Context: an optimization exercise on an open-source flow, tuned for small area, a short achievable clock period and few clock cycles per item. The choices shown serve that exercise and are no tape-out recipe.
Only simulation tests tie the RTL to the original design; equivalence was not proved.

==> flow/design.v (outline; a module is shown in full before it is edited, if it fits) <==
// module classifier_top: 1693 lines
module classifier_top (
  input wire clk,
  input wire rst,
  input wire [15:0] data_in0,
  input wire [15:0] data_in1,
  input wire [15:0] data_in2,
  input wire [15:0] data_in3,
  input wire [15:0] data_in4,
  input wire [15:0] data_in5,
  input wire [15:0] data_in6,
  input wire [15:0] data_in7,
  input wire [15:0] data_in8,
  input wire [15:0] data_in9,
  input wire [15:0] data_in10,
  input wire [15:0] data_in11,
  input wire [15:0] data_in12,
  input wire [15:0] data_in13,
  input wire [15:0] data_in14,
  input wire [15:0] data_in15,
  input wire in_valid,
  output logic in_ready,
  output logic signed [39:0] score,
  output logic [1:0] score_class,
  output logic score_valid,
  output logic score_last,
  output logic [1:0] best_class,
  input wire score_ready
);
  // ...
==> flow/flow/run.sh <==
#!/bin/bash
set -euo pipefail
export BUFFER_PORTS_ARGS="-buffer_cell sky130_fd_sc_hd__buf_1"
bash standard.sh > flow.log 2>&1
==> flow/standard.sh <==
#!/bin/bash
# synth_recipe.tcl (not shown) runs the flow's synth.tcl, then flattens the netlist and writes it again
# the make line also repeats each setting of config.mk as NAME=value (left out here)
make -C /OpenROAD-flow-scripts/flow DESIGN_CONFIG=/design/flow/config.mk WORK_HOME=/design/flow/orfs CLKGATE_MAP_FILE= SYNTH_SCRIPT=/design/flow/synth_recipe.tcl "${@:-finish}"
==> flow/config.mk <==
export PLATFORM = sky130hd
export DESIGN_NAME = classifier_top
export DESIGN_NICKNAME = classifier_top
export VERILOG_FILES = /design/flow/design.v
export SDC_FILE = /design/flow/constraint.sdc
export NUM_CORES = 4
export LEC_CHECK = 0
export CAP_MARGIN = 20
export CORE_MARGIN = 2
export CORE_UTILIZATION = 55
export SETUP_SLACK_MARGIN = 5
export SLEW_MARGIN = 20
==> flow/constraint.sdc <==
create_clock -name core_clock -period 9.0 [get_ports {clk}]
set_input_delay 1.8000 -clock core_clock [delete_from_list [all_inputs] [get_ports {clk}]]
set_output_delay 1.8000 -clock core_clock [all_outputs]
set_load 0.01 [all_outputs]
==> results.cfg, run 1 <==
[run_status]
status = complete, no violations

[logic_synthesis]
synthAdderAreaFrac_pct = 28.0
synthMostInstantiatedCell = dfxtp_1
yosys-top-cells-area = dfxtp_1 43%, fa_1 25%, and2_1 5.4%
synth_top_flop_cell = dfxtp_1
synth_commonest_cells = 1122 x dfxtp_1, 742 x inv_1, 654 x fa_1, 607 x nand2_1, 453 x and2_1
ys_ff_latch = 1204
yosys.area_share.simple_pct = 12.1
synth.area.mux_share_pct = 1.03

[global_route]
use_met1_pct = 40.7
grt_util_met2_pct = 38.2
grt_pass1_wl_um = 193000

[sta]
setup_slack_ns = 5.24
worst_slew_margin_rel_pct = 25.5
fmax_ghz = 0.266

[worst_setup_path]
crit_type = flop to flop
cp_num_buf_inv = 2
worstSetupEndpointType = flop

[finish]
area_growth_pct = 12.0
multi_input_comb_cells = 2580
reg_top3 = acc: 320 flops, hold: 320 flops, xr: 256 flops
final_cell_mix = 1122 x dfxtp_1, 742 x inv_1, 654 x fa_1
multi_input_area_mm2 = 0.0241
final-clk-cell-share_pct = 7.16
antenna_cells = 1
largestClassByArea = registers

[routing]
wl_um = 127000
wl_met2_um = 52800
wl_met1_um = 61200
highest_layer = met4
drt_pass1_iterations = 5
final_antenna_net_count = 0

[floorplanning]
initial_utilization_pct = 55.4

[worst_hold_path]
hp-class = flop to flop

[clock_network]
root_buffer = clkbuf_16

[placed_design]
preCtsSetupSlack_ns = 4.90
post-dp-hpwl_um = 99900
Testbench counts, summed over its fixed seeds: cycles 832, frames 192.
==> inputs of run 2 (changes only) <==
--- a/flow/config.mk
+++ b/flow/config.mk
@@ -8,5 +8,7 @@
 export CAP_MARGIN = 20
 export CORE_MARGIN = 2
 export CORE_UTILIZATION = 55
+export CTS_CLUSTER_DIAMETER = 60
+export CTS_CLUSTER_SIZE = 25
 export SETUP_SLACK_MARGIN = 5
 export SLEW_MARGIN = 20
==> run 2 against run 1 <==
  * Die area stayed put
  * Count of clock-buffer cells in the layout is 67 lower
  * Non-clock buffer count stayed put
  * Final cell count is 0.90% lower
  * Setup slack better by 0.0037 ns
  * First-iteration DRC count is 19% higher
  * Wire length is 0.55% lower
  * Worst hold slack worse by 0.0014 ns
  * Fmax hardly changed
  * Highest routed layer unchanged
==> results.cfg, run 2 <==
[run_status]
status = complete, no violations

[logic_synthesis]
yosys-top-cells-area = dfxtp_1 43%, fa_1 25%, and2_1 5.4%
netlist.area_leader.share_pct = 42.8
yosysTopAreaCell = dfxtp_1
avgSynthCellArea_um2 = 11.2
ys_ff_latch = 1204
synth_commonest_cells = 1122 x dfxtp_1, 742 x inv_1, 654 x fa_1, 607 x nand2_1, 453 x and2_1
netlist_instances = 4697
yosys_warnings = 6
synth_top_flop_cell = dfxtp_1
syn_nets = 5738
synthMostInstantiatedCell = dfxtp_1
seq_area_frac_synth_pct = 47.2
ys_types = 59
async_reset_ff_share_pct = 2.49
syn_area_mm2 = 0.0525
synth-edff-count = 52

[worst_hold_path]
hp-class = flop to flop

[floorplanning]
io_pins = 307
num_rows = 113
initial_utilization_pct = 55.4
dieArea_mm2 = 0.0979
dieWidth_um = 313
core_mm2 = 0.0947
die_y_um = 313

[sta]
setup_slack_ns = 5.24
fin_skew_ns = 0.0369
holdWs_ns = 0.343
hold_viol = 0
period_needed_ns = 3.76
tightest_slew_ns = 1.17
slew_viol_final = 0
post-route-period-util_pct = 41.7
finalSetupViolations = 0
worst_slew_margin_rel_pct = 22.3
fmax_ghz = 0.266
fin_tns_setup_ns = 0
rsz0062_at_grt = true

[clock_network]
cts_max_level = 3
holdBufCountCts = 0
cts.sink_count = 1204
insertion_delay_ns = 0.69
clockBufferDepth = 3
cts_tree = yes
root_buffer = clkbuf_16
clkTransAtPathRegs_ns = 0.08
cts_made_buffers = 90

[routing]
wl_um = 126000
drt_pass1_iterations = 8
first_iter_violations = 2657
wl_per_cell_um = 20.1
dr_total_vias = 30900
final_antenna_net_count = 0
drcViolationCount = 0
drt-vias-per-instance = 4.91

[finish]
mostFrequentLayoutCell = dfxtp_1
drive_gt1_share_pct = 5.00
area_growth_pct = 10.5
nNetsFinal = 5985
final_cell_area_mm2 = 0.0580
final_cell_mix = 1122 x dfxtp_1, 742 x inv_1, 654 x fa_1
reg_top3 = acc: 320 flops, hold: 320 flops, xr: 256 flops
post-route-util_pct = 61.2

[global_route]
grt_pass1_wl_um = 193000
grt_start_max_net_pins = 209
grt_pass1_vias = 31500
overflow = 0
grt_antenna_before_repair = 2
grt_use_total_pct = 26.5

[worst_setup_path]
critPathMaxStageDelay_ns = 0.54
cpMostUsedCell = fa_1
crit_type = flop to flop
worstSetupEndpointType = flop
slowest_stage = fa_1
cp_cell_sequence = inv_1 > fa_1 > fa_1 > inv_1 > fa_1 > ha_1 > a21o_1 > a221oi_4 > o211ai_1 > o211ai_1 > nand2_1 > xor2_1
crit_path_max_fanout = 5
arrival_ns = 4.30
start_kind = flop
required_ns = 9.55

[placed_design]
place_area_mm2 = 0.0545
preCtsSetupSlack_ns = 4.90
post-dp-hpwl_um = 99900
port_buffers = 306
place.gp.congestion = 0.912

[flow_run]
maxCapViolations = 0
[run 2: changes by cell type in the layout (fill, tap and decap cells not counted), moves of 6 or more]
cell	change
inv_6	+6
clkbuf_1	-14
bufinv_16	-12
inv_12	+12
clkbuf_8	-26
clkbuf_16	-27
inv_8	+8
clkinv_2	-31
clkinv_8	+14
inv_16	+10
[run 2: area by class of cell]
class                   count  area, um^2
diodes                      2        5.00
clock buffers              96        2350
clock inverters            71        1060
fillers                  7922       36800
inverters                 743        2790
multi-input cells        2580       24100
flip-flops and latches   1204       24800
well taps                1265        1580
repair buffers            325        1340
[run 2: worst paths after layout]
kind / slack [ns] / startpoint / to / depth (start not counted)
worst max-delay path: 5.24 / dp0[4] / sreg[16] / 12
max in group asynchronous: 7.50 / rst / in_ready / 3
worst min-delay path: 0.34 / dv1 / dv2 / 0
worst max register to register: 5.24 / dp0[4] / sreg[16] / 12
worst min register to register: 0.34 / dv1 / dv2 / 0
min in group asynchronous: 1.16 / rst / score_class[0] / 3
[run 2: worst max-delay path, delay by kind of cell (launching register included)]
family,cells,cell delay [ns]
flip-flops,1,0.31
XOR/XNOR,1,0.16
AO/OA/AOI/OAI,4,1.09
buffers and inverters,2,0.10
AND/OR/NAND/NOR,1,0.12
adder cells (fa/ha/maj),4,1.85
[run 2: timing repair]
| item | in CTS | in global routing |
|---|---|---|
| gates resized for setup | 2 | 7 |
| setup endpoints to repair | 8 | 8 |
| setup buffers | 0 | 0 |
[run 2: cell families after synthesis]
kind of cell | Yosys count | synth area share [%]
xor+xnor | 52 | 0.868
other cells | 1 | 0.00715
flops | 1204 | 47.2
simple gates | 1351 | 12.1
compound gates | 347 | 3.75
buf+inv | 913 | 7.06
mux | 48 | 1.03
fa+ha+maj | 781 | 28.0
[run 2: per-stage QoR]
step | std cells
floorplan | 4697
global placement | 6115
detailed placement | 6116
CTS | 6283
global route | 6284
finish | 6286
[run 2: per-layer routing]
metal	GRT usage, %	vias to the layer above	wire length [um]
li1	-	14600	-
met1	42.3	15300	62500
met2	38.5	851	53100
met3	4.62	100	9050
met4	4.45	0	1500
met5	0	-	0
==> inputs of run 3 (changes only) <==
==> flow/flow/run.sh (replaced) <==
#!/bin/bash
set -euo pipefail
export BUFFER_PORTS_ARGS="-buffer_cell sky130_fd_sc_hd__buf_1"
sed -e 's/SETUP_SLACK_MARGIN=5 /SETUP_SLACK_MARGIN=5.6 /' standard.sh > standard_margin.sh
grep -q 'SETUP_SLACK_MARGIN=5.6 ' standard_margin.sh
bash standard_margin.sh > flow.log 2>&1
--- a/flow/config.mk
+++ b/flow/config.mk
@@ -8,7 +8,5 @@
 export CAP_MARGIN = 20
 export CORE_MARGIN = 2
 export CORE_UTILIZATION = 55
-export CTS_CLUSTER_DIAMETER = 60
-export CTS_CLUSTER_SIZE = 25
 export SETUP_SLACK_MARGIN = 5
 export SLEW_MARGIN = 20
==> run 3 against run 2 <==
  * Fmax increased by 3.7%
  * Largest cell class unchanged
  * Non-clock buffer count increased by 21
  * Worst hold slack improved by 0.0050 ns
  * Highest routed layer unchanged
  * First-iteration DRC count decreased by 17%
  * Synthesized cell count unchanged
  * Utilization increased by 1.5 points
  * Setup slack improved by 0.13 ns
  * Final cell count increased by 1.3%
==> results.cfg, run 3 <==
[logic_synthesis]
syn_nets = 5738
netlist.area_leader.share_pct = 42.8
ys_ff_latch = 1204
seq_area_frac_synth_pct = 47.2
yosysTopAreaCell = dfxtp_1
synth_top_flop_cell = dfxtp_1
synthAdderAreaFrac_pct = 28.0
synthMostInstantiatedCell = dfxtp_1
yosys-top-cells-area = dfxtp_1 43%, fa_1 25%, and2_1 5.4%
yosys_warnings = 6
synth.area.mux_share_pct = 1.03
ys_types = 59
synth_commonest_cells = 1122 x dfxtp_1, 742 x inv_1, 654 x fa_1, 607 x nand2_1, 453 x and2_1
async_reset_ff_share_pct = 2.49
synth_compound_area_share_pct = 3.75
avgSynthCellArea_um2 = 11.2
yosys.area_share.simple_pct = 12.1
synth_xor_area_share_pct = 0.868
synth_top_family_by_area = adder cells
synth-edff-count = 52
netlist_instances = 4697
syn_area_mm2 = 0.0525

[sta]
tightest_slew_ns = 1.13
period_needed_ns = 3.62
fin_tns_setup_ns = 0
slew_viol_final = 0
hold_viol = 0
post-route-period-util_pct = 40.2
fin_skew_ns = 0.0381
worst_slew_margin_rel_pct = 24.9
finalSetupViolations = 0
rsz0062_at_grt = true
fmax_ghz = 0.276

[routing]
wl_um = 129000
drt-vias-per-instance = 4.90
wl_per_cell_um = 20.3
drcViolationCount = 0
final_antenna_net_count = 0
dr_total_vias = 31200
first_iter_violations = 2202
drt_pass1_iterations = 5

[finish]
drive_gt1_share_pct = 7.14
area_growth_pct = 13.2
final_cell_mix = 1114 x dfxtp_1, 738 x inv_1, 650 x fa_1
reg_top3 = acc: 320 flops, hold: 320 flops, xr: 256 flops
finalNonFillerCells = 6365
mostFrequentLayoutCell = dfxtp_1
nFillCells = 7868
nNetsFinal = 6037

[worst_setup_path]
arrival_ns = 4.23
start_kind = flop
regToRegEndpoint = sreg[20]
cp_num_buf_inv = 2
cpMostUsedCell = o211ai_1
r2r-start = dp0[11]
required_ns = 9.61
critPathTopFamily = adder cells
worstSetupEndpointType = flop
ff2ff_path_depth = 12
critPathMaxStageDelay_ns = 0.55
cp_cell_sequence = inv_1 > fa_1 > fa_1 > inv_1 > fa_1 > ha_4 > and3_1 > o211ai_1 > o211ai_1 > o211ai_1 > a2111o_1 > o211ai_1
crit_type = flop to flop
slowest_stage = fa_1
crit_path_max_fanout = 4
r2r_slack_ns = 5.38

[floorplanning]
die_y_um = 313
dieWidth_um = 313
num_rows = 113
initial_utilization_pct = 55.4
dieArea_mm2 = 0.0979
core_mm2 = 0.0947
io_pins = 307

[worst_hold_path]
min_to = dv2
min_path_cells = 0
worst_hold_startpoint = dv1
hp-class = flop to flop

[clock_network]
cts_max_level = 3
insertion_delay_ns = 0.72
holdBufCountCts = 0
cts_made_buffers = 118
cts.sink_count = 1204
clkTransAtPathRegs_ns = 0.06
clockBufferDepth = 3
cts_tree = yes
root_buffer = clkbuf_16

[global_route]
grt_pass1_vias = 32100
grt_antenna_before_repair = 2
overflow = 0
grt_use_total_pct = 27.1
grt_start_max_net_pins = 120
grt_pass1_wl_um = 196000

[placed_design]
dp.cells = 6115
post-dp-hpwl_um = 98900
place.gp.congestion = 0.912
port_buffers = 306

[run_status]
status = complete, no violations

[flow_run]
maxCapViolations = 0
-- run 3: worst max path at each step --
stage,from,endpoint,slack [ns],cells past startpoint
final,dp0[11],sreg[20],5.38,12
after global routing,dp2[4],sreg[20],5.24,12
after CTS,dp2[4],sreg[20],5.36,12
after detailed placement,cnt[0],acc[9][8],5.03,8
after global placement,cnt[0],acc[7][9],5.05,8
after floorplan,dp0[17],sreg[22],5.60,12
-- run 3: layout make-up --
cell class                      count  area, um^2  area share [%]
Clock inverter                     44         613            1.03
Sequential cell                  1204       24800            41.7
Clock buffer                      177        3540            5.96
Antenna cell                        3        7.51          0.0126
Multi-Input combinational cell   2583       24500            41.2
Tap cell                         1265        1580            2.66
Inverter                          743        2790            4.70
Timing Repair Buffer              346        1610            2.70
-- run 3: through the flow --
stage	setup WS [ns]	cell area, um^2	util (%)	hold WS (ns)
2_1_floorplan	5.60	52600	-	0.331
3_3_place_gp	5.05	54600	57.6	0.332
3_5_place_dp	5.03	54600	57.6	0.335
4_1_cts	5.36	59200	62.5	0.350
5_1_grt	5.24	59400	62.7	0.354
6_report	5.38	59400	62.7	0.348
-- run 3: cell families after synthesis --
| family | Yosys count |
|---|---|
| adder cells (fa/ha/maj) | 781 |
| AO/OA/AOI/OAI | 347 |
| XOR/XNOR | 52 |
| multiplexers | 48 |
| other | 1 |
| buffers and inverters | 913 |
| AND/OR/NAND/NOR | 1351 |
| flip-flops | 1204 |
-- run 3: what timing repair did --
item	CTS	global route
pin swaps	56	37
hold endpoints to repair	0	0
cloned	4	1
endpoints found under the setup margin	279	243
gates resized for setup	53	41
buffers inserted	13	8
-- run 3: metal layers --
metal / global-route usage (%) / vias up / share of wire (%)
met5: 0 / - / 0
met4: 6.54 / 0 / 2.1
met3: 5.96 / 144 / 7.7
met2: 38.5 / 954 / 41
met1: 42.3 / 15300 / 49
li1: - / 14700 / -
==> inputs of run 4 (changes only) <==
--- a/flow/config.mk
+++ b/flow/config.mk
@@ -8,5 +8,7 @@
 export CAP_MARGIN = 20
 export CORE_MARGIN = 2
 export CORE_UTILIZATION = 55
+export CTS_CLUSTER_DIAMETER = 60
+export CTS_CLUSTER_SIZE = 25
 export SETUP_SLACK_MARGIN = 5
 export SLEW_MARGIN = 20
==> run 4 against run 3 <==
  * Still clean on timing, DRC and antenna
  * Design area fell by 0.85%
  * Wire length fell by 0.52%
  * Critical path depth did not move
  * Count of clock-buffer cells in the layout fell by 74
  * Clock skew fell by 0.0085 ns
  * First-iteration DRC count rose by 4.6%
  * Fmax fell by 0.52%
  * Via count fell by 0.56%
  * Sequential share of layout area rose by 0.36 points
  * Critical path type unchanged
  * Highest routed layer unchanged
==> results.cfg, run 4 <==
[logic_synthesis]
synth_compound_area_share_pct = 3.75
synth_top_family_by_area = adder cells
yosys-top-cells-area = dfxtp_1 43%, fa_1 25%, and2_1 5.4%
synth_top_flop_cell = dfxtp_1
syn_area_mm2 = 0.0525
avgSynthCellArea_um2 = 11.2
yosys.area_share.simple_pct = 12.1
synthMostInstantiatedCell = dfxtp_1
yosysTopAreaCell = dfxtp_1
synth.area.mux_share_pct = 1.03
syn_nets = 5738
synthAdderAreaFrac_pct = 28.0
yosys_warnings = 6
seq_area_frac_synth_pct = 47.2
ys_ff_latch = 1204
netlist_instances = 4697
netlist.area_leader.share_pct = 42.8
ys_types = 59
async_reset_ff_share_pct = 2.49
synth-edff-count = 52
synth_xor_area_share_pct = 0.868
synth_commonest_cells = 1122 x dfxtp_1, 742 x inv_1, 654 x fa_1, 607 x nand2_1, 453 x and2_1

[run_status]
status = complete, no violations

[sta]
slew_viol_final = 0
fin_tns_setup_ns = 0
setup_slack_ns = 5.36
tightest_slew_ns = 1.10
fin_skew_ns = 0.0296
worst_slew_margin_rel_pct = 26.7
post-route-period-util_pct = 40.5
hold_viol = 0
rsz0062_at_grt = true
fmax_ghz = 0.275
period_needed_ns = 3.64
finalSetupViolations = 0

[global_route]
grt_start_max_net_pins = 120
grt_use_total_pct = 27.0
overflow = 0
grt_pass1_wl_um = 196000
grt_antenna_before_repair = 4
grt_pass1_vias = 31900

[floorplanning]
dieWidth_um = 313
initial_utilization_pct = 55.4
num_rows = 113
die_y_um = 313
core_mm2 = 0.0947
dieArea_mm2 = 0.0979
io_pins = 307

[routing]
final_antenna_net_count = 0
drt-vias-per-instance = 4.90
drcViolationCount = 0
drt_pass1_iterations = 8
wl_per_cell_um = 20.4
first_iter_violations = 2304
wl_um = 129000
dr_total_vias = 31000

[finish]
final_cell_mix = 1115 x dfxtp_1, 737 x inv_1, 650 x fa_1
drive_gt1_share_pct = 6.92
ff_latch_area_mm2 = 0.0248
mostFrequentLayoutCell = dfxtp_1
nNetsFinal = 6015
reg_top3 = acc: 320 flops, hold: 320 flops, xr: 256 flops
area_growth_pct = 12.3
final_cell_area_mm2 = 0.0589
multi_input_area_mm2 = 0.0245
nFillCells = 7849
post-route-util_pct = 62.2

[flow_run]
maxCapViolations = 0

[clock_network]
cts_made_buffers = 97
cts_max_level = 3
root_buffer = clkbuf_16
cts_tree = yes
clkTransAtPathRegs_ns = 0.09
insertion_delay_ns = 0.70
cts.sink_count = 1204
clockBufferDepth = 3
holdBufCountCts = 0

[worst_setup_path]
start_kind = flop
worstSetupEndpointType = flop
required_ns = 9.61
crit_path_max_fanout = 3
arrival_ns = 4.25
crit_type = flop to flop

[placed_design]
preCtsSetupSlack_ns = 5.03
post-dp-hpwl_um = 98900
port_buffers = 306
place_area_mm2 = 0.0546
place.gp.congestion = 0.912

[worst_hold_path]
hp-class = flop to flop
==> run 4: cell counts after synthesis <==
Identical to the previous run, type by type.
==> run 4: cells by family after synthesis <==
| logic type | Yosys count |
|---|---|
| multiplexers | 48 |
| AO/OA/AOI/OAI | 347 |
| flip-flops | 1204 |
| AND/OR/NAND/NOR | 1351 |
| XOR/XNOR | 52 |
| buffers and inverters | 913 |
| other | 1 |
| adder cells (fa/ha/maj) | 781 |
==> run 4: area by class of cell <==
class,instances,area share [%]
Sequential cell,1204,42.1
Multi-Input combinational cell,2583,41.6
Inverter,743,4.74
Clock buffer,103,4.25
Timing Repair Buffer,345,2.73
Tap cell,1265,2.69
Clock inverter,80,1.93
Antenna cell,5,0.0212
==> run 4: routing by layer <==
layer | share of wire [%] | vias to the layer above | global-route usage, %
li1 | - | 14700 | -
met1 | 48 | 15200 | 42.4
met2 | 41 | 960 | 38.0
met3 | 8.5 | 133 | 6.18
met4 | 2.0 | 0 | 6.13
met5 | 0 | - | 0
==> run 4: what timing repair did <==
| item | 4_1_cts | 5_1_grt |
|---|---|---|
| pin swaps | 35 | 61 |
| endpoints found under the setup margin | 279 | 216 |
| buffers inserted | 10 | 10 |
| gates resized for setup | 49 | 45 |
| cloned | 4 | 1 |
==> run 4: final timing paths <==
path                           from  endpoint  slack (ns)  cells after the start
max                         dp2[11]  sreg[20]        5.36                     12
min                        dcls1[1]  dcls2[1]        0.36                      0
max reg2reg                 dp2[11]  sreg[20]        5.36                     12
min reg2reg                dcls1[1]  dcls2[1]        0.36                      0
max in group asynchronous       rst        zr        7.53                      3
min in group asynchronous       rst      nrdy        1.15                      3
==> run 4: worst max-delay path, cell delays in order (launching register included) <==
cell and delay [ns]:
dfxtp_2 0.33, inv_2 0.04, fa_1 0.50, fa_1 0.53, inv_2 0.04, fa_1 0.48, ha_4 0.31, and3_4 0.18
o211ai_1 0.13, o211ai_1 0.31, o211ai_1 0.18, a2111o_1 0.43, o211ai_1 0.10
==> run 4: metrics by stage <==
stage,std cells,hold WS [ns]
global route,6323,0.360
finish,6328,0.355
detailed placement,6115,0.335
CTS,6312,0.356
floorplan,4697,0.331
global placement,6115,0.332
==> inputs of run 5 (changes only) <==
==> flow/flow/run.sh (replaced) <==
#!/bin/bash
set -euo pipefail
export BUFFER_PORTS_ARGS="-buffer_cell sky130_fd_sc_hd__buf_1"
sed -e 's/SETUP_SLACK_MARGIN=5 /SETUP_SLACK_MARGIN=6.0 /' standard.sh > standard_margin.sh
grep -q 'SETUP_SLACK_MARGIN=6.0 ' standard_margin.sh
bash standard_margin.sh > flow.log 2>&1
==> run 5 against run 4 <==
  * Critical path type unchanged
  * Global-route usage decreased by 0.34 points
  * Non-clock buffer count increased by 15
  * Still clean on timing, DRC and antenna
  * Final cell count about the same
  * Sequential share of layout area decreased by 0.11 points
  * Design area increased by 0.48%
  * Wire length decreased by 0.48%
  * Area after synthesis unchanged
  * Setup slack improved by 0.091 ns
==> results.cfg, run 5 <==
[logic_synthesis]
async_reset_ff_share_pct = 2.49
syn_area_mm2 = 0.0525
synth_commonest_cells = 1122 x dfxtp_1, 742 x inv_1, 654 x fa_1, 607 x nand2_1, 453 x and2_1
ys_ff_latch = 1204
yosys_warnings = 6
seq_area_frac_synth_pct = 47.2
yosys-top-cells-area = dfxtp_1 43%, fa_1 25%, and2_1 5.4%
synth-edff-count = 52
netlist_instances = 4697
syn_nets = 5738
synthMostInstantiatedCell = dfxtp_1
netlist.area_leader.share_pct = 42.8
yosysTopAreaCell = dfxtp_1
synth_top_flop_cell = dfxtp_1
ys_types = 59
avgSynthCellArea_um2 = 11.2

[worst_hold_path]
hp-class = flop to flop

[worst_setup_path]
critPathLaunch = dp2[4]
arrival_ns = 4.11
r2r-start = dp2[4]
crit_path_max_fanout = 5
critPathMaxStageDelay_ns = 0.51
slowest_stage = fa_1
ff2ff_path_depth = 12
cp_cell_sequence = inv_2 > fa_2 > fa_1 > inv_2 > fa_1 > ha_4 > a21o_1 > a221oi_4 > o211ai_1 > o211ai_1 > nand2_1 > xor2_1
crit_type = flop to flop
required_ns = 9.56
endpoint = sreg[16]
r2r_slack_ns = 5.45
start_kind = flop
regToRegEndpoint = sreg[16]
worstSetupEndpointType = flop

[global_route]
grt_start_max_net_pins = 209
overflow = 0
grt_use_total_pct = 26.7
grt_antenna_before_repair = 2
grt_pass1_wl_um = 194000
grt_pass1_vias = 31600

[clock_network]
cts_max_level = 3
clockBufferDepth = 3
cts_tree = yes
cts.sink_count = 1204
root_buffer = clkbuf_16
insertion_delay_ns = 0.70
clkTransAtPathRegs_ns = 0.08
cts_made_buffers = 92

[sta]
period_needed_ns = 3.55
finalSetupViolations = 0
post-route-period-util_pct = 39.4
slew_viol_final = 0
fmax_ghz = 0.282
rsz0062_at_grt = true
fin_tns_setup_ns = 0
fin_skew_ns = 0.0353
holdWs_ns = 0.353
worst_slew_margin_rel_pct = 8.64
hold_viol = 0
tightest_slew_ns = 1.37

[finish]
multi_input_area_mm2 = 0.0249
area_growth_pct = 12.8
post-route-util_pct = 62.5
mostFrequentLayoutCell = dfxtp_1
drive_gt1_share_pct = 11.2
antenna_cells = 0
ff_latch_area_mm2 = 0.0248
final_cell_mix = 1085 x dfxtp_1, 699 x inv_1, 601 x nand2_1
nNetsFinal = 6024
finalNonFillerCells = 6327
reg_top3 = acc: 320 flops, hold: 320 flops, xr: 256 flops
nFillCells = 7822

[floorplanning]
dieArea_mm2 = 0.0979
num_rows = 113
die_y_um = 313
initial_utilization_pct = 55.4
io_pins = 307
core_mm2 = 0.0947
dieWidth_um = 313

[placed_design]
post-dp-hpwl_um = 98700
dp.cells = 6115
port_buffers = 306
place.gp.congestion = 0.933

[routing]
dr_total_vias = 31200
drt_pass1_iterations = 8
final_antenna_net_count = 0
wl_um = 128000
first_iter_violations = 2469
wl_per_cell_um = 20.3
drt-vias-per-instance = 4.93
drcViolationCount = 0

[run_status]
status = complete, no violations

[flow_run]
maxCapViolations = 0
==> run 5: changes by cell type in the layout (fill, tap and decap cells not counted), sizes merged, moves of 4 or more <==
cell | before | now
bufinv | 5 | 1
clkbuf | 104 | 125
buf | 342 | 336
inv | 781 | 786
clkinvlp | 10 | 3
diode | 5 | 0
==> run 5: cells by family (layout without fill, tap and decap cells) <==
kind of cell | count (synthesis) | in the layout | share of synthesized area [%]
AO/OA/AOI/OAI | 347 | 348 | 3.75
XOR/XNOR | 52 | 52 | 0.868
adder cells (fa/ha/maj) | 781 | 781 | 28.0
buffers and inverters | 913 | 1276 | 7.06
flip-flops | 1204 | 1204 | 47.2
multiplexers | 48 | 48 | 1.03
other | 1 | 1 | 0.00715
AND/OR/NAND/NOR | 1351 | 1352 | 12.1
==> run 5: how the worst min path moves through the flow <==
| stage | startpoint | to | slack (ns) | cells after the start |
|---|---|---|---|---|
| after floorplan | hold[13][0] | dn2[0] | 0.33 | 0 |
| after global placement | dcls1[1] | dcls2[1] | 0.33 | 0 |
| after detailed placement | dcls1[0] | dcls2[0] | 0.34 | 0 |
| after CTS | dcls1[0] | dcls2[0] | 0.35 | 0 |
| after global routing | dv1 | dv2 | 0.36 | 0 |
| final | dcls1[0] | dcls2[0] | 0.35 | 0 |
==> run 5: metrics by stage <==
step	worst slack [ns]	cell area [um^2]
after floorplan	5.72	52800
after global placement	5.31	54800
after detailed placement	5.26	54800
after CTS	5.40	58700
after global routing	5.30	59200
final	5.45	59200
==> run 5: layout make-up <==
class | count | share of cell area, %
clock buffer | 101 | 4.05
clock inverter | 72 | 1.66
inverter | 743 | 4.74
multi-input combinational | 2582 | 42.0
sequential | 1204 | 42.0
tap | 1265 | 2.67
timing repair buffer | 360 | 2.93
==> run 5: what timing repair did <==
action	4_1_cts	5_1_grt
endpoints found under the setup margin	280	426
pin swaps	60	72
resized for setup	138	154
cloned	2	1
hold buffers	0	0
buffers inserted	20	16
==> run 5: metal layers <==
layer / track usage [%] / part of all wire, % / up-vias
met3: 4.48 / 7.1 / 134
met1: 43.1 / 50 / 15400
li1: - / - / 14700
met4: 5.68 / 2.0 / 0
met5: 0 / 0 / -
met2: 37.6 / 41 / 901
==> run 5: critical path, delay by kind of cell (launching register included) <==
kind | cells | cell delay [ns]
xor gates and xnor gates | 1 | 0.16
DFF | 1 | 0.33
AOI/OAI and AO/OA | 4 | 1.03
adders and majority gates | 4 | 1.68
buffers and inverters | 2 | 0.08
and+or+nand+nor | 1 | 0.12
==> inputs of run 6 (changes only) <==
==> flow/flow/run.sh (replaced) <==
#!/bin/bash
set -euo pipefail
export BUFFER_PORTS_ARGS="-buffer_cell sky130_fd_sc_hd__buf_1"
sed -e 's/SETUP_SLACK_MARGIN=5 /SETUP_SLACK_MARGIN=5.8 /' standard.sh > standard_margin.sh
grep -q 'SETUP_SLACK_MARGIN=5.8 ' standard_margin.sh
bash standard_margin.sh > flow.log 2>&1
--- a/flow/config.mk
+++ b/flow/config.mk
@@ -9,6 +9,6 @@
 export CORE_MARGIN = 2
 export CORE_UTILIZATION = 55
 export CTS_CLUSTER_DIAMETER = 60
-export CTS_CLUSTER_SIZE = 25
+export CTS_CLUSTER_SIZE = 30
 export SETUP_SLACK_MARGIN = 5
 export SLEW_MARGIN = 20
==> run 6 against run 5 <==
  * Still clean on timing, DRC and antenna
  * Area after synthesis is the same
  * Setup slack worse by 0.0029 ns
  * Synthesized cell count unchanged
  * Worst hold slack better by 0.0018 ns
  * Clock skew grew 0.010 ns
  * Register-to-register slack about the same
  * Die area unchanged
  * Count of clock-buffer cells in the layout down 4
  * Final cell count shrank 0.32%
  * Largest cell class is now registers
==> results.cfg, run 6 <==
[run_status]
status = complete, no violations

[placed_design]
place.gp.congestion = 0.913
place_area_mm2 = 0.0548
port_buffers = 306
preCtsSetupSlack_ns = 5.20
post-dp-hpwl_um = 98200

[sta]
rsz0062_at_grt = true
period_needed_ns = 3.55
setup_slack_ns = 5.45
tightest_slew_ns = 0.984
finalSetupViolations = 0
worst_slew_margin_rel_pct = 34.4
fmax_ghz = 0.281
hold_viol = 0
slew_viol_final = 0
post-route-period-util_pct = 39.5
fin_tns_setup_ns = 0
fin_skew_ns = 0.0455

[global_route]
grt_pass1_vias = 31900
grt_start_max_net_pins = 209
overflow = 0
grt_antenna_before_repair = 2
grt_use_total_pct = 26.7
grt_pass1_wl_um = 194000

[worst_setup_path]
cp_num_buf_inv = 3
start_kind = flop
crit_path_max_fanout = 6
cpMostUsedCell = o211ai_1
worstSetupEndpointType = flop
critPathMaxStageDelay_ns = 0.56
cp_cell_sequence = inv_2 > fa_2 > fa_1 > inv_2 > fa_1 > ha_4 > o21a_1 > o211ai_1 > o211ai_1 > buf_4 > o211ai_1 > a2111o_1 > o211ai_1
required_ns = 9.60
critPathTopFamily = adder cells
crit_type = flop to flop
arrival_ns = 4.16
slowest_stage = fa_2

[routing]
first_iter_violations = 2337
final_antenna_net_count = 0
dr_total_vias = 30800
drt-vias-per-instance = 4.89
drt_pass1_iterations = 5
wl_per_cell_um = 20.2
wl_um = 127000
drcViolationCount = 0

[finish]
area_growth_pct = 11.9
drive_gt1_share_pct = 7.28
reg_top3 = acc: 320 flops, hold: 320 flops, xr: 256 flops
final_cell_area_mm2 = 0.0587
mostFrequentLayoutCell = dfxtp_1
nNetsFinal = 6005
post-route-util_pct = 62.0
final_cell_mix = 1114 x dfxtp_1, 721 x inv_1, 634 x fa_1

[floorplanning]
num_rows = 113
io_pins = 307
dieWidth_um = 313
core_mm2 = 0.0947
die_y_um = 313
dieArea_mm2 = 0.0979
initial_utilization_pct = 55.4

[logic_synthesis]
synth_commonest_cells = 1122 x dfxtp_1, 742 x inv_1, 654 x fa_1, 607 x nand2_1, 453 x and2_1
yosys_warnings = 6
syn_area_mm2 = 0.0525
async_reset_ff_share_pct = 2.49
ys_types = 59
synth-edff-count = 52
yosysTopAreaCell = dfxtp_1
netlist.area_leader.share_pct = 42.8
netlist_instances = 4697
ys_ff_latch = 1204
yosys-top-cells-area = dfxtp_1 43%, fa_1 25%, and2_1 5.4%
avgSynthCellArea_um2 = 11.2
synthMostInstantiatedCell = dfxtp_1
syn_nets = 5738
synth_top_flop_cell = dfxtp_1
seq_area_frac_synth_pct = 47.2

[flow_run]
maxCapViolations = 0

[clock_network]
insertion_delay_ns = 0.69
root_buffer = clkbuf_16
holdBufCountCts = 0
clkTransAtPathRegs_ns = 0.09
cts.sink_count = 1204
clockBufferDepth = 3
cts_max_level = 3
cts_tree = yes
cts_made_buffers = 90

[worst_hold_path]
hp-class = flop to flop
-- run 6: cell counts after synthesis --
Identical to the previous run, type by type.
-- run 6: logic make-up after synthesis --
family          Yosys count  share of synthesized area (%)
simple gates           1351                           12.1
flops                  1204                           47.2
buf+inv                 913                           7.06
fa+ha+maj               781                           28.0
compound gates          347                           3.75
xor+xnor                 52                          0.868
mux                      48                           1.03
other cells               1                        0.00715
-- run 6: stage by stage --
| stage | cells | hold slack (ns) |
|---|---|---|
| after global placement | 6113 | 0.333 |
| after CTS | 6295 | 0.356 |
| after global routing | 6306 | 0.366 |
| after detailed placement | 6113 | 0.335 |
| after floorplan | 4697 | 0.331 |
| final | 6307 | 0.355 |
-- run 6: what timing repair did --
item,CTS,global route
pin swaps,30,29
endpoints found under the setup margin,141,207
gates cloned,3,0
setup buffers,10,11
gates resized for setup,42,49
-- run 6: worst reg2reg max path, cell delays in order, from the launching register on --
cell	delay [ns]
dfxtp_2	0.33
inv_2	0.04
fa_2	0.56
fa_1	0.42
inv_2	0.07
fa_1	0.45
ha_4	0.33
o21a_1	0.19
o211ai_1	0.12
o211ai_1	0.19
buf_4	0.15
o211ai_1	0.10
a2111o_1	0.43
o211ai_1	0.09
-- run 6: worst paths after layout --
kind                       startpoint    endpoint  slack (ns)  cells after the start
max                            dp2[6]    sreg[20]        5.45                     13
min                               dv1         dv2        0.35                      0
max reg2reg                    dp2[6]    sreg[20]        5.45                     13
min reg2reg                       dv1         dv2        0.35                      0
max in group asynchronous         rst      cnt[1]        7.42                      2
min in group asynchronous         rst  score_last        1.17                      2
-- run 6: cell type report --
cell class	count	area, um^2
clock buffers	97	2320
repair buffers	344	1610
clock inverters	72	1050
inverters	743	2800
flip-flops and latches	1204	24800
diodes	1	2.50
multi-input cells	2581	24500
fillers	7851	36000
well taps	1265	1580
-- run 6: layer usage --
layer	wire [um]	part of all wire, %	global-route usage, %
met3	10700	8.4	6.93
met5	0	0	0
met2	52400	41	37.8
met1	62000	49	41.5
met4	2210	1.7	5.50
==> inputs of run 7 (changes only) <==
--- a/flow/config.mk
+++ b/flow/config.mk
@@ -9,6 +9,6 @@
 export CORE_MARGIN = 2
 export CORE_UTILIZATION = 55
 export CTS_CLUSTER_DIAMETER = 60
-export CTS_CLUSTER_SIZE = 30
+export CTS_CLUSTER_SIZE = 25
 export SETUP_SLACK_MARGIN = 5
 export SLEW_MARGIN = 20
==> run 7 against run 6 <==
  * Synthesized cell count did not move
  * Final cell count hardly changed
  * Area after synthesis unchanged
  * Worst hold slack got worse by 0.00084 ns
  * Critical path type unchanged
  * Wire length shrank 0.12%
  * Non-clock buffer count is the same
  * Still clean
  * Sequential share of layout area is essentially flat
  * Via count barely moved
==> results.cfg, run 7 <==
[sta]
slew_viol_final = 0
post-route-period-util_pct = 39.6
fin_skew_ns = 0.0377
period_needed_ns = 3.56
tightest_slew_ns = 0.994
fin_tns_setup_ns = 0
holdWs_ns = 0.354
hold_viol = 0
worst_slew_margin_rel_pct = 33.5
fmax_ghz = 0.281
finalSetupViolations = 0
rsz0062_at_grt = true

[worst_setup_path]
cp_num_buf_inv = 3
required_ns = 9.60
cpMostUsedCell = o211ai_1
critPathTopFamily = adder cells
worstSetupEndpointType = flop
slowest_stage = fa_2
critPathMaxStageDelay_ns = 0.57
crit_path_max_fanout = 6
arrival_ns = 4.16
cp_cell_sequence = inv_2 > fa_2 > fa_1 > inv_2 > fa_1 > ha_4 > o21a_1 > o211ai_1 > o211ai_1 > buf_4 > o211ai_1 > a2111o_1 > o211ai_1
r2r_slack_ns = 5.44
crit_type = flop to flop
start_kind = flop

[logic_synthesis]
yosys-top-cells-area = dfxtp_1 43%, fa_1 25%, and2_1 5.4%
ys_types = 59
ys_ff_latch = 1204
yosys_warnings = 6
async_reset_ff_share_pct = 2.49
avgSynthCellArea_um2 = 11.2
synthMostInstantiatedCell = dfxtp_1
seq_area_frac_synth_pct = 47.2
synth-edff-count = 52
synth_top_flop_cell = dfxtp_1
syn_area_mm2 = 0.0525
synth_commonest_cells = 1122 x dfxtp_1, 742 x inv_1, 654 x fa_1, 607 x nand2_1, 453 x and2_1
netlist.area_leader.share_pct = 42.8
yosysTopAreaCell = dfxtp_1
netlist_instances = 4697
syn_nets = 5738

[global_route]
grt_pass1_vias = 31900
grt_start_max_net_pins = 209
grt_use_total_pct = 26.7
grt_antenna_before_repair = 2
overflow = 0
grt_pass1_wl_um = 194000

[clock_network]
cts.sink_count = 1204
cts_made_buffers = 90
clkTransAtPathRegs_ns = 0.09
clockBufferDepth = 3
holdBufCountCts = 0
insertion_delay_ns = 0.69
cts_max_level = 3
cts_tree = yes
root_buffer = clkbuf_16

[routing]
drt_pass1_iterations = 7
dr_total_vias = 30800
drcViolationCount = 0
highest_layer = met4
wl_um = 127000
drt-vias-per-instance = 4.89
first_iter_violations = 2370
wl_met2_um = 52400
wl_met3_um = 10700
final_antenna_net_count = 0
wl_per_cell_um = 20.2
wl_met1_um = 61900

[flow_run]
maxCapViolations = 0

[worst_hold_path]
hp-class = flop to flop

[floorplanning]
core_mm2 = 0.0947
io_pins = 307
die_y_um = 313
num_rows = 113
dieWidth_um = 313
initial_utilization_pct = 55.4
dieArea_mm2 = 0.0979

[finish]
reg_top3 = acc: 320 flops, hold: 320 flops, xr: 256 flops
nNetsFinal = 6005
finalNonFillerCells = 6306
mostFrequentLayoutCell = dfxtp_1
final_cell_mix = 1114 x dfxtp_1, 721 x inv_1, 635 x fa_1
final_cell_area_mm2 = 0.0587
area_growth_pct = 11.8
drive_gt1_share_pct = 7.26
antenna_cells = 0
post-route-util_pct = 61.9

[placed_design]
post-dp-hpwl_um = 98200
place_area_mm2 = 0.0548
place.gp.congestion = 0.913
port_buffers = 306
dp.cells = 6113

[run_status]
status = complete, no violations
-- run 7: cell counts after synthesis --
No cell type changed its count.
-- run 7: cell families after synthesis --
group,Yosys count,synth area share (%)
other cells,1,0.00715
mux,48,1.03
fa+ha+maj,781,28.0
buf+inv,913,7.06
simple gates,1351,12.1
compound gates,347,3.75
flops,1204,47.2
xor+xnor,52,0.868
-- run 7: worst paths after layout --
check | startpoint | end | cells past startpoint
max | dp2[6] | sreg[20] | 13
min | dv1 | dv2 | 0
max reg2reg | dp2[6] | sreg[20] | 13
min reg2reg | dv1 | dv2 | 0
max in group asynchronous | rst | cnt[1] | 2
min in group asynchronous | rst | score_last | 2
-- run 7: per-layer routing --
| metal | vias up | track usage [%] |
|---|---|---|
| li1 | 14700 | - |
| met1 | 15200 | 41.4 |
| met2 | 897 | 37.7 |
| met3 | 118 | 6.93 |
| met4 | 0 | 5.49 |
| met5 | - | 0 |
-- run 7: timing repair --
item	4_1_cts	5_1_grt
resized for setup	42	47
cloned	3	0
setup endpoints to repair	142	206
buffers inserted	10	11
pin swaps	30	29
-- run 7: through the flow --
stage / setup slack, ns
after floorplan: 5.71
after CTS: 5.47
after global routing: 5.31
after detailed placement: 5.20
after global placement: 5.30
final: 5.44
-- run 7: final cells by class --
| class | instances | area (um^2) |
|---|---|---|
| multi-input combinational | 2581 | 24500 |
| clock inverter | 72 | 1050 |
| inverter | 743 | 2800 |
| tap | 1265 | 1580 |
| clock buffer | 97 | 2320 |
| timing repair buffer | 344 | 1600 |
| sequential | 1204 | 24800 |
| fill | 7862 | 36000 |

==> what the ideal ports hide <==
The results above use ideal ports. As a check the final layouts listed here were re-extracted and re-timed, cells and wires unchanged.
Step 1 assumes that a clkbuf_16 drives the clock port and a buf_2 every other input.
Step 2, shift: input delay + t, output delay - t, t = (earliest + latest rising clock arrival at the registers) / 2. This alone moves slack from input paths to output paths.
a / b / c = ideal / step 1 / step 2; a / b = the first two.
run	shift t [ns]	slack for setup (ns)	hold WS [ns]	worst setup path at the end	worst register clock-pin slew, ns
run 1	0.781	5.240 / 5.240 / 5.146	0.344 / 0.344 / 0.344	input to register	0.07 / 0.07
run 2	0.746	5.244 / 5.244 / 5.145	0.343 / 0.343 / 0.343	input to register	0.10 / 0.10
run 3	0.781	5.378 / 5.378 / 5.112	0.348 / 0.348 / 0.348	input to register	0.07 / 0.07
run 4	0.761	5.359 / 5.359 / 5.126	0.355 / 0.355 / 0.355	input to register	0.10 / 0.10
run 5	0.764	5.450 / 5.450 / 5.405	0.353 / 0.353 / 0.353	input to register	0.09 / 0.09
run 6	0.744	5.447 / 5.447 / 5.273	0.355 / 0.355 / 0.355	input to register	0.10 / 0.10
run 7	0.742	5.440 / 5.440 / 5.255	0.354 / 0.354 / 0.354	input to register	0.09 / 0.09
After both steps setup and hold are still met in every run listed. For run 3, which loses most, drivers alone change the setup slack by 0.000 ns; drivers and shift together by -0.266 ns.
